Source: an optimization exercise on an open RTL-to-GDS flow (aim: small area). Production flows keep margins and buffers that such runs may drop. At most, simulation tests tie the RTL to the original design; equivalence was not proved. No activity file was given, so power comes from the tool's default toggle rates.

## zinc
==> flow/design.v <==
module psum_collector #(
    parameter int DATA_WIDTH = 16,
    parameter int X_dim      = 5,
    parameter int NUM_ITER   = 5
) (
    input  logic                          clk,
    input  logic                          reset,
    input  logic [X_dim*DATA_WIDTH-1:0]   pe_out_flat,
    input  logic                          compute_done,
    output logic [DATA_WIDTH-1:0]         out_data,
    output logic                          out_valid,
    input  logic                          out_ready,
    output logic                          out_last,
    output logic [$clog2(NUM_ITER+1)-1:0] iter_count,
    output logic                          overflow
);
    localparam int IW = $clog2(NUM_ITER + 1);
    localparam int CW = (X_dim > 1) ? $clog2(X_dim) : 1;
    localparam int RW = (NUM_ITER > 1) ? $clog2(NUM_ITER) : 1;
    localparam logic [CW-1:0] LAST_COL = CW'(X_dim - 1);
    localparam logic [RW-1:0] LAST_ROW = RW'(NUM_ITER - 1);
    logic [DATA_WIDTH-1:0] pe_out [X_dim];
    for (genvar g = 0; g < X_dim; g++) begin : g_unpack
        assign pe_out[g] = pe_out_flat[g*DATA_WIDTH +: DATA_WIDTH];
    end
    logic                  done_q;
    logic                  cap;
    logic                  valid;
    logic                  ovf;
    logic [2:0]            cnt;
    logic [2:0]            cnt_inc;
    logic [X_dim-1:0]      col;
    logic                  take;
    logic                  col_wrap;
    logic                  cnt_wrap;
    logic                  shift;
    logic [DATA_WIDTH-1:0] rows [NUM_ITER][X_dim];
    assign cap      = compute_done & ~done_q;
    assign take     = valid & out_ready;
    assign col_wrap = col[X_dim-1];
    assign cnt_wrap = cnt[2];
    assign shift    = valid ? (out_ready & col_wrap) : cap;
    always_comb begin
        case (cnt)
            3'd0:    cnt_inc = 3'd1;
            3'd1:    cnt_inc = 3'd2;
            3'd2:    cnt_inc = 3'd3;
            3'd3:    cnt_inc = 3'd4;
            default: cnt_inc = 3'd0;
        endcase
    end
    always_ff @(posedge clk) begin
        if (shift) begin
            for (int r = 0; r < NUM_ITER - 1; r++)
                for (int c = 0; c < X_dim; c++) rows[r][c] <= rows[r+1][c];
            for (int c = 0; c < X_dim; c++) rows[NUM_ITER-1][c] <= pe_out[X_dim-1-c];
        end
    end
    always_ff @(posedge clk) begin
        if (!reset) begin
            done_q <= 1'b0;
            valid  <= 1'b0;
            ovf    <= 1'b0;
            cnt    <= '0;
            col    <= X_dim'(1);
        end else begin
            done_q <= compute_done;
            if (shift) begin
                cnt <= cnt_inc;
                if (cnt_wrap) valid <= ~valid;
            end
            if (take) col <= {col[X_dim-2:0], col[X_dim-1]};
            if (valid && cap) ovf <= 1'b1;
        end
    end
    always_comb begin
        out_data = '0;
        for (int c = 0; c < X_dim; c++) out_data |= {DATA_WIDTH{col[c]}} & rows[0][c];
    end
    assign out_valid  = valid;
    assign out_last   = valid & cnt_wrap & col_wrap;
    assign iter_count = valid ? 3'd5 : cnt;
    assign overflow   = ovf;
endmodule
==> flow/config.mk <==
export PLATFORM = sky130hd
export DESIGN_NAME = psum_collector
export DESIGN_NICKNAME = psum_collector
export VERILOG_FILES = /design/flow/design.v
export SDC_FILE = /design/flow/constraint.sdc
export NUM_CORES = 4
export LEC_CHECK = 0
export CAP_MARGIN = 20
export CORE_MARGIN = 2
export CORE_UTILIZATION = 75
export SLEW_MARGIN = 20
==> flow/constraint.sdc <==
create_clock -name core_clock -period 5.0 [get_ports {clk}]
set_input_delay 1.0000 -clock core_clock [delete_from_list [all_inputs] [get_ports {clk}]]
set_output_delay 1.0000 -clock core_clock [all_outputs]
set_load 0.01 [all_outputs]
standard.sh (not shown) runs the stock make flow with config.mk's settings and CLKGATE_MAP_FILE= SYNTH_SCRIPT=/design/flow/synth_recipe.tcl, a recipe that flattens the netlist after the stock synthesis.
==> flow/flow/run.sh <==
#!/bin/bash
# Standard layout with smaller port buffers and a clock tree with fewer, larger clusters.
set -euo pipefail
bash standard.sh "BUFFER_PORTS_ARGS=-buffer_cell sky130_fd_sc_hd__buf_1" "CTS_ARGS=-sink_clustering_enable -repair_clock_nets -buf_list sky130_fd_sc_hd__buf_6 -sink_clustering_size 14 -sink_clustering_max_diameter 60 -sink_buffer_max_cap_derate 1.0" finish > standard.log 2>&1
The final layout from zinc, which completed every stage, passed the timing, design-rule and antenna checks at the end of the flow.
Input-level comparison between violet and zinc:
- a change of SLEW_MARGIN from 20 to 5
- a change of CAP_MARGIN from 20 to 5
- a change of CORE_UTILIZATION from 75 to 80
==> flow/flow/run.sh <==
#!/bin/bash
# Standard layout with smaller port buffers and a clock tree with fewer, larger clusters.
set -euo pipefail
bash standard.sh "BUFFER_PORTS_ARGS=-buffer_cell sky130_fd_sc_hd__buf_1" "CTS_ARGS=-sink_clustering_enable -repair_clock_nets -dont_use_dummy_load -buf_list sky130_fd_sc_hd__clkbuf_8 -sink_clustering_size 20 -sink_clustering_max_diameter 80 -sink_buffer_max_cap_derate 1.0" finish > standard.log 2>&1
- In violet, the clock group share of total power came out 3.5 points below the value in zinc.
- violet reports a higher all-layer global routing usage than zinc does.
- violet vs zinc, detailed-routing wirelength on met1 went down by about 4.7%.
- Compared with zinc, violet shows worst slew margin relative to its limit lower by 1.8 points.
Input-level comparison between juniper and violet:
- a change of CAP_MARGIN from 5 to 20
- a change of SLEW_MARGIN from 5 to 20
- a change of CORE_UTILIZATION from 80 to 85
==> flow/flow/run.sh <==
#!/bin/bash
# Standard layout with smaller port buffers and a clock tree with fewer, larger clusters.
set -euo pipefail
bash standard.sh "BUFFER_PORTS_ARGS=-buffer_cell sky130_fd_sc_hd__buf_1" "CTS_ARGS=-sink_clustering_enable -repair_clock_nets -buf_list sky130_fd_sc_hd__clkbuf_8 -sink_clustering_size 20 -sink_clustering_max_diameter 80 -sink_buffer_max_cap_derate 1.0" finish > standard.log 2>&1
- violet → juniper: die extent in x down 3.8 um; row count fell 4.3%; post-synth design cell area stayed essentially flat; starting density of the core +6.6 points.
- Taking violet over juniper, the total half-perimeter wirelength after legalization and detailed placement ratio works out to 0.64.
- juniper is listed as incomplete: the tool reported an error in 3_5_place_dp and the run ended there.
Setup changes, juniper to sierra
- CORE_UTILIZATION changed from 85 to 80
==> flow/flow/run.sh <==
#!/bin/bash
# Standard layout with smaller port buffers and a clock tree with fewer, larger clusters.
set -euo pipefail
bash standard.sh "BUFFER_PORTS_ARGS=-buffer_cell sky130_fd_sc_hd__buf_1" "CTS_ARGS=-sink_clustering_enable -repair_clock_nets -dont_use_dummy_load -buf_list sky130_fd_sc_hd__clkbuf_8 -sink_clustering_size 20 -sink_clustering_max_diameter 80 -sink_buffer_max_cap_derate 1.0" finish > standard.log 2>&1
--- outcome ---
- sierra went all the way through synthesis, placement and routing and the layout is clean on timing, DRC and antenna.
- In terms of number of storage elements in the synthesis netlist, juniper and sierra differ only marginally.
- As far as fraction of registers with async set/reset goes, juniper and sierra are indistinguishable; the numbers are identical.
- Diff juniper..sierra | post-synthesis simple-gate area fraction | unchanged
- juniper -> sierra: combined area of all synthesized cells delta 0, exact match
- juniper -> sierra: placer's final routability congestion estimate decreased by a little under 10%
- sierra vs. juniper: chip width higher, number of input and output port buffers inserted roughly the same, initial core utilization lower.
- Summary: with juniper as the reference, detailed placement HPWL in sierra moved down by more than a quarter.
- Vertical extent of the die on sierra is up relative to juniper.
- Comparing sierra and juniper, number of placement rows is lower on juniper.
Inputs modified between sierra and cedar:
- CORE_UTILIZATION changed from 80 to 70
==> flow/flow/run.sh <==
#!/bin/bash
# Standard layout with smaller port buffers and a clock tree with fewer, larger clusters.
set -euo pipefail
bash standard.sh "BUFFER_PORTS_ARGS=-buffer_cell sky130_fd_sc_hd__buf_1" "CTS_ARGS=-sink_clustering_enable -repair_clock_nets -buf_list sky130_fd_sc_hd__clkbuf_8 -sink_clustering_size 20 -sink_clustering_max_diameter 80 -sink_buffer_max_cap_derate 1.0" finish > standard.log 2>&1
[summary]
Compared to sierra, cedar has routed wire length on met3 about 9% lower. In the tables for sierra and cedar, number of tap cells inserted reads higher with cedar. Diff sierra -> cedar: worst setup margin now sits higher; max-slew headroom at the worst pin now sits lower. Summary — chip width, cedar relative to sierra: higher, by 6.7%. Final non-filler cell area: cedar worse than sierra. Looking at clock share of power, cedar sits 1.3 points higher than sierra does. cedar against sierra: power after layout went up 0.000086 W; clock tree buffer count of the final layout grew by 1; switching power share of the total rose by 0.51 points.

========
Setup of build 20:
Starts from the design.v that is shown in full above.
Settings: LEC_CHECK=0, CAP_MARGIN=20, CORE_MARGIN=2, CORE_UTILIZATION=70, SLEW_MARGIN=20; clock period 5.0 ns.
==> flow/flow/run.sh <==
#!/bin/bash
# Standard layout with smaller port buffers and a clock tree with fewer, larger clusters.
set -euo pipefail
bash standard.sh "BUFFER_PORTS_ARGS=-buffer_cell sky130_fd_sc_hd__buf_1" "CTS_ARGS=-sink_clustering_enable -repair_clock_nets -buf_list sky130_fd_sc_hd__clkbuf_16 -sink_clustering_size 30 -sink_clustering_max_diameter 100 -sink_buffer_max_cap_derate 1.0" finish > standard.log 2>&1
Build 20 | stages: all done | timing, DRC, antenna: all pass
Modified inputs, build 41 compared to build 20
==> flow/flow/run.sh <==
#!/bin/bash
# Standard layout with smaller port buffers and a clock tree with fewer, larger clusters.
set -euo pipefail
bash standard.sh "BUFFER_PORTS_ARGS=-buffer_cell sky130_fd_sc_hd__buf_1" "CTS_ARGS=-sink_clustering_enable -repair_clock_nets -buf_list sky130_fd_sc_hd__clkbuf_8 -sink_clustering_size 20 -sink_clustering_max_diameter 80 -sink_buffer_max_cap_derate 1.0" finish > standard.log 2>&1
-- flow/config.mk --
<<< build 20, line 9
export CORE_MARGIN = 2
export CORE_UTILIZATION = 70
export SLEW_MARGIN = 20
>>> build 41, line 9
export CORE_MARGIN = 2
export CORE_UTILIZATION = 85
export PLACE_DENSITY = 0.92
export SLEW_MARGIN = 20
==> comparison <==
Build 41 — vertical die dimension 13 um lower, build 20 as reference
From build 41 to build 20, area after synthesis did not move at all.
Of build 41 and build 20, build 41 shows the lower overall die width, with build 20 above it.
Against build 20, build 41 comes in about 70% higher on detailed placement HPWL.
Build 41 vs. build 20: synthesized cell count held steady; number of placement rows shrank by about 10%; complex-gate fraction of the synthesized area held steady.
FAIL build 41 @ detailed placement: tool exited with error
The following lists how build 3 was set up differently from build 41:
==> flow/flow/run.sh <==
#!/bin/bash
# Standard layout with smaller port buffers and a clock tree with fewer, larger clusters.
set -euo pipefail
bash standard.sh "BUFFER_PORTS_ARGS=-buffer_cell sky130_fd_sc_hd__buf_1" "CTS_ARGS=-sink_clustering_enable -repair_clock_nets -dont_use_dummy_load -buf_list sky130_fd_sc_hd__clkbuf_8 -sink_clustering_size 22 -sink_clustering_max_diameter 50 -sink_buffer_max_cap_derate 1.0" finish > standard.log 2>&1
-- flow/config.mk --
<<< build 41, line 9
export CORE_MARGIN = 2
export CORE_UTILIZATION = 85
export PLACE_DENSITY = 0.92
export SLEW_MARGIN = 20
>>> build 3, line 9
export CORE_MARGIN = 2
export CORE_UTILIZATION = 80
export SLEW_MARGIN = 20
### Flow results
Comparing build 3 against build 41, there is no change at all in post-synthesis async set-or-reset flop share.
Diff build 41..build 3 | synthesized cell count | unchanged
Per the final summary, build 3 finished and its layout is clean on timing, DRC and antenna.
From build 3 to build 41, number of different library cells in the post-synthesis netlist did not move at all.
Diff build 3 and build 41: estimated wirelength of the detail-placed design higher in build 41

========
Starts from the design.v that is shown in full above.
==> flow/config.mk <==
export PLATFORM = sky130hd
export DESIGN_NAME = psum_collector
export DESIGN_NICKNAME = psum_collector
export VERILOG_FILES = /design/flow/design.v
export SDC_FILE = /design/flow/constraint.sdc
export NUM_CORES = 4
export LEC_CHECK = 0
export CAP_MARGIN = 20
export CORE_MARGIN = 2
export CORE_UTILIZATION = 75
export SLEW_MARGIN = 20
==> flow/constraint.sdc <==
create_clock -name core_clock -period 5.0 [get_ports {clk}]
set_input_delay 1.0000 -clock core_clock [delete_from_list [all_inputs] [get_ports {clk}]]
set_output_delay 1.0000 -clock core_clock [all_outputs]
set_load 0.01 [all_outputs]
==> flow/flow/run.sh <==
#!/bin/bash
# Standard layout with smaller port buffers and a clock tree with fewer, larger clusters.
set -euo pipefail
bash standard.sh "BUFFER_PORTS_ARGS=-buffer_cell sky130_fd_sc_hd__buf_1" "CTS_ARGS=-sink_clustering_enable -repair_clock_nets -buf_list sky130_fd_sc_hd__buf_12 -sink_clustering_size 24 -sink_clustering_max_diameter 80 -sink_buffer_max_cap_derate 1.0" finish > standard.log 2>&1
The starting point completed with no timing, DRC or antenna violations.
Change:
==> flow/flow/run.sh (replaced) <==
#!/bin/bash
# Standard layout with smaller port buffers and a clock tree with fewer, larger clusters.
set -euo pipefail
bash standard.sh "BUFFER_PORTS_ARGS=-buffer_cell sky130_fd_sc_hd__buf_1" "CTS_ARGS=-sink_clustering_enable -repair_clock_nets -dont_use_dummy_load -buf_list sky130_fd_sc_hd__buf_12 -sink_clustering_size 30 -sink_clustering_max_diameter 100 -sink_buffer_max_cap_derate 1.0" finish > standard.log 2>&1
--- a/flow/config.mk
+++ b/flow/config.mk
@@ -8,4 +8,4 @@
 export CAP_MARGIN = 20
 export CORE_MARGIN = 2
-export CORE_UTILIZATION = 75
+export CORE_UTILIZATION = 80
 export SLEW_MARGIN = 20
With this change the flow stopped in 4_1_cts.
Synthesized cell count is unchanged.
Area after synthesis is unchanged.
Change:
==> flow/flow/run.sh (replaced) <==
#!/bin/bash
# Standard layout with smaller port buffers and a clock tree with fewer, larger clusters.
set -euo pipefail
bash standard.sh "BUFFER_PORTS_ARGS=-buffer_cell sky130_fd_sc_hd__buf_1" "CTS_ARGS=-sink_clustering_enable -repair_clock_nets -dont_use_dummy_load -buf_list sky130_fd_sc_hd__clkbuf_8 -sink_clustering_size 20 -sink_clustering_max_diameter 80 -sink_buffer_max_cap_derate 1.0" finish > standard.log 2>&1
--- a/flow/config.mk
+++ b/flow/config.mk
@@ -8,4 +8,4 @@
 export CAP_MARGIN = 20
 export CORE_MARGIN = 2
-export CORE_UTILIZATION = 80
+export CORE_UTILIZATION = 75
 export SLEW_MARGIN = 20
After rerunning: The changed run finished clean. Synthesized cell count does not change. Synthesized area stays the same.
Change:
==> flow/flow/run.sh (replaced) <==
#!/bin/bash
# Standard layout with smaller port buffers and a clock tree with fewer, larger clusters.
set -euo pipefail
bash standard.sh "BUFFER_PORTS_ARGS=-buffer_cell sky130_fd_sc_hd__buf_1" "CTS_ARGS=-sink_clustering_enable -repair_clock_nets -buf_list sky130_fd_sc_hd__clkbuf_4 -sink_clustering_size 10 -sink_clustering_max_diameter 60 -sink_buffer_max_cap_derate 1.0" finish > standard.log 2>&1
--- a/flow/config.mk
+++ b/flow/config.mk
@@ -8,4 +8,4 @@
 export CAP_MARGIN = 20
 export CORE_MARGIN = 2
-export CORE_UTILIZATION = 75
+export CORE_UTILIZATION = 85
 export SLEW_MARGIN = 20
Effect: Now the flow died in 3_5_place_dp. Synthesized area does not change. Synthesized cell count does not change.

========
rev 12:
psum_collector, a different RTL version from the one above (not shown whole).
Size: roughly 560 cells after synthesis, ~410 flip-flops.
export LEC_CHECK = 0
export CAP_MARGIN = 20
export CORE_MARGIN = 2
export CORE_UTILIZATION = 70
export CTS_BUF_LIST = sky130_fd_sc_hd__clkbuf_8
export CTS_CLUSTER_SIZE = 30
export SLEW_MARGIN = 20
create_clock -name core_clock -period 5.0 [get_ports {clk}]
run.sh (not shown) runs the stock make flow with config.mk's settings and CLKGATE_MAP_FILE= SYNTH_SCRIPT=/design/flow/synth_recipe.tcl, a recipe that flattens the netlist after the stock synthesis.
Stock flow here: none of the scripts above is used.
Rev 12: full flow OK, the timing, design-rule and antenna checks passed
For rev 13, these inputs were changed with respect to rev 12:
# rev 12
export LEC_CHECK = 0
export CAP_MARGIN = 20
export CORE_MARGIN = 2
export CORE_UTILIZATION = 70
export CTS_BUF_LIST = sky130_fd_sc_hd__clkbuf_8
export CTS_CLUSTER_SIZE = 30
export SLEW_MARGIN = 20
create_clock -name core_clock -period 5.0 [get_ports {clk}]
# rev 13
export LEC_CHECK = 0
export CAP_MARGIN = 20
export CORE_MARGIN = 2
export CORE_UTILIZATION = 70
export CTS_BUF_LIST = sky130_fd_sc_hd__clkbuf_4
export SLEW_MARGIN = 20
create_clock -name core_clock -period 5.0 [get_ports {clk}]
[summary]
- The final reports for rev 13 and rev 12 show total power consumption of the routed design higher in the former.
- In the flow results for rev 12 and rev 13, the portion of the layout cell area used by clock cells is smaller on rev 12.
- Rev 12 has higher headroom to the max-slew limit than rev 13.
- From rev 12 to rev 13, die area did not move at all.
- Diff rev 12 -> rev 13 | first-iteration DRC count | increase of 3.9%
No run of this note included a check of the RTL's function; only the layout flow was run.

## port drivers added, routing unchanged
Ports are ideal in the flow. The routed layouts listed here were re-timed in OpenROAD.
Step 1 assumes that a clkbuf_16 drives the clock port and a buf_2 every other input.
Step 2, shift: input delay + t, output delay - t, t = (earliest + latest rising clock arrival at the registers) / 2. This alone moves slack from input paths to output paths.
Slacks: ideal ports / drivers / drivers and shift; pairs: ideal ports / drivers.
| run | t (ns) | setup slack, ns | hold WS [ns] | latest minus earliest clock arrival (ns) | worst data-port slew with drivers (ns) |
|---|---|---|---|---|---|
| zinc | 0.520 | 1.792 / 1.792 / 1.643 | 0.415 / 0.415 / 0.415 | 0.015 / 0.015 | 0.07 |
| violet | 0.561 | 1.589 / 1.589 / 1.585 | 0.388 / 0.388 / 0.388 | 0.034 / 0.034 | 0.06 |
| sierra | 0.561 | 1.589 / 1.589 / 1.585 | 0.388 / 0.388 / 0.388 | 0.034 / 0.034 | 0.06 |
| cedar | 0.583 | 1.830 / 1.790 / 1.692 | 0.413 / 0.413 / 0.413 | 0.021 / 0.020 | 0.07 |
| build 20 | 0.538 | 1.908 / 1.864 / 1.693 | 0.418 / 0.418 / 0.418 | 0.015 / 0.015 | 0.07 |
| build 3 | 0.571 | 1.676 / 1.676 / 1.561 | 0.357 / 0.357 / 0.357 | 0.074 / 0.074 | 0.06 |
| the first run of note 3 | 0.510 | 1.663 / 1.663 / 1.528 | 0.411 / 0.411 / 0.411 | 0.020 / 0.020 | 0.06 |
| the third run of note 3 | 0.566 | 1.768 / 1.768 / 1.648 | 0.397 / 0.397 / 0.397 | 0.040 / 0.040 | 0.07 |
| rev 12 | 0.605 | 1.137 / 1.096 / 1.491 | 0.413 / 0.413 / 0.413 | 0.017 / 0.017 | 0.05 |
| rev 13 | 0.728 | 1.011 / 0.971 / 1.480 | 0.391 / 0.391 / 0.391 | 0.034 / 0.034 | 0.05 |
After both steps every run listed still meets setup and hold. For build 20, which loses most, drivers alone change the setup slack by -0.044 ns; drivers and shift together by -0.215 ns.
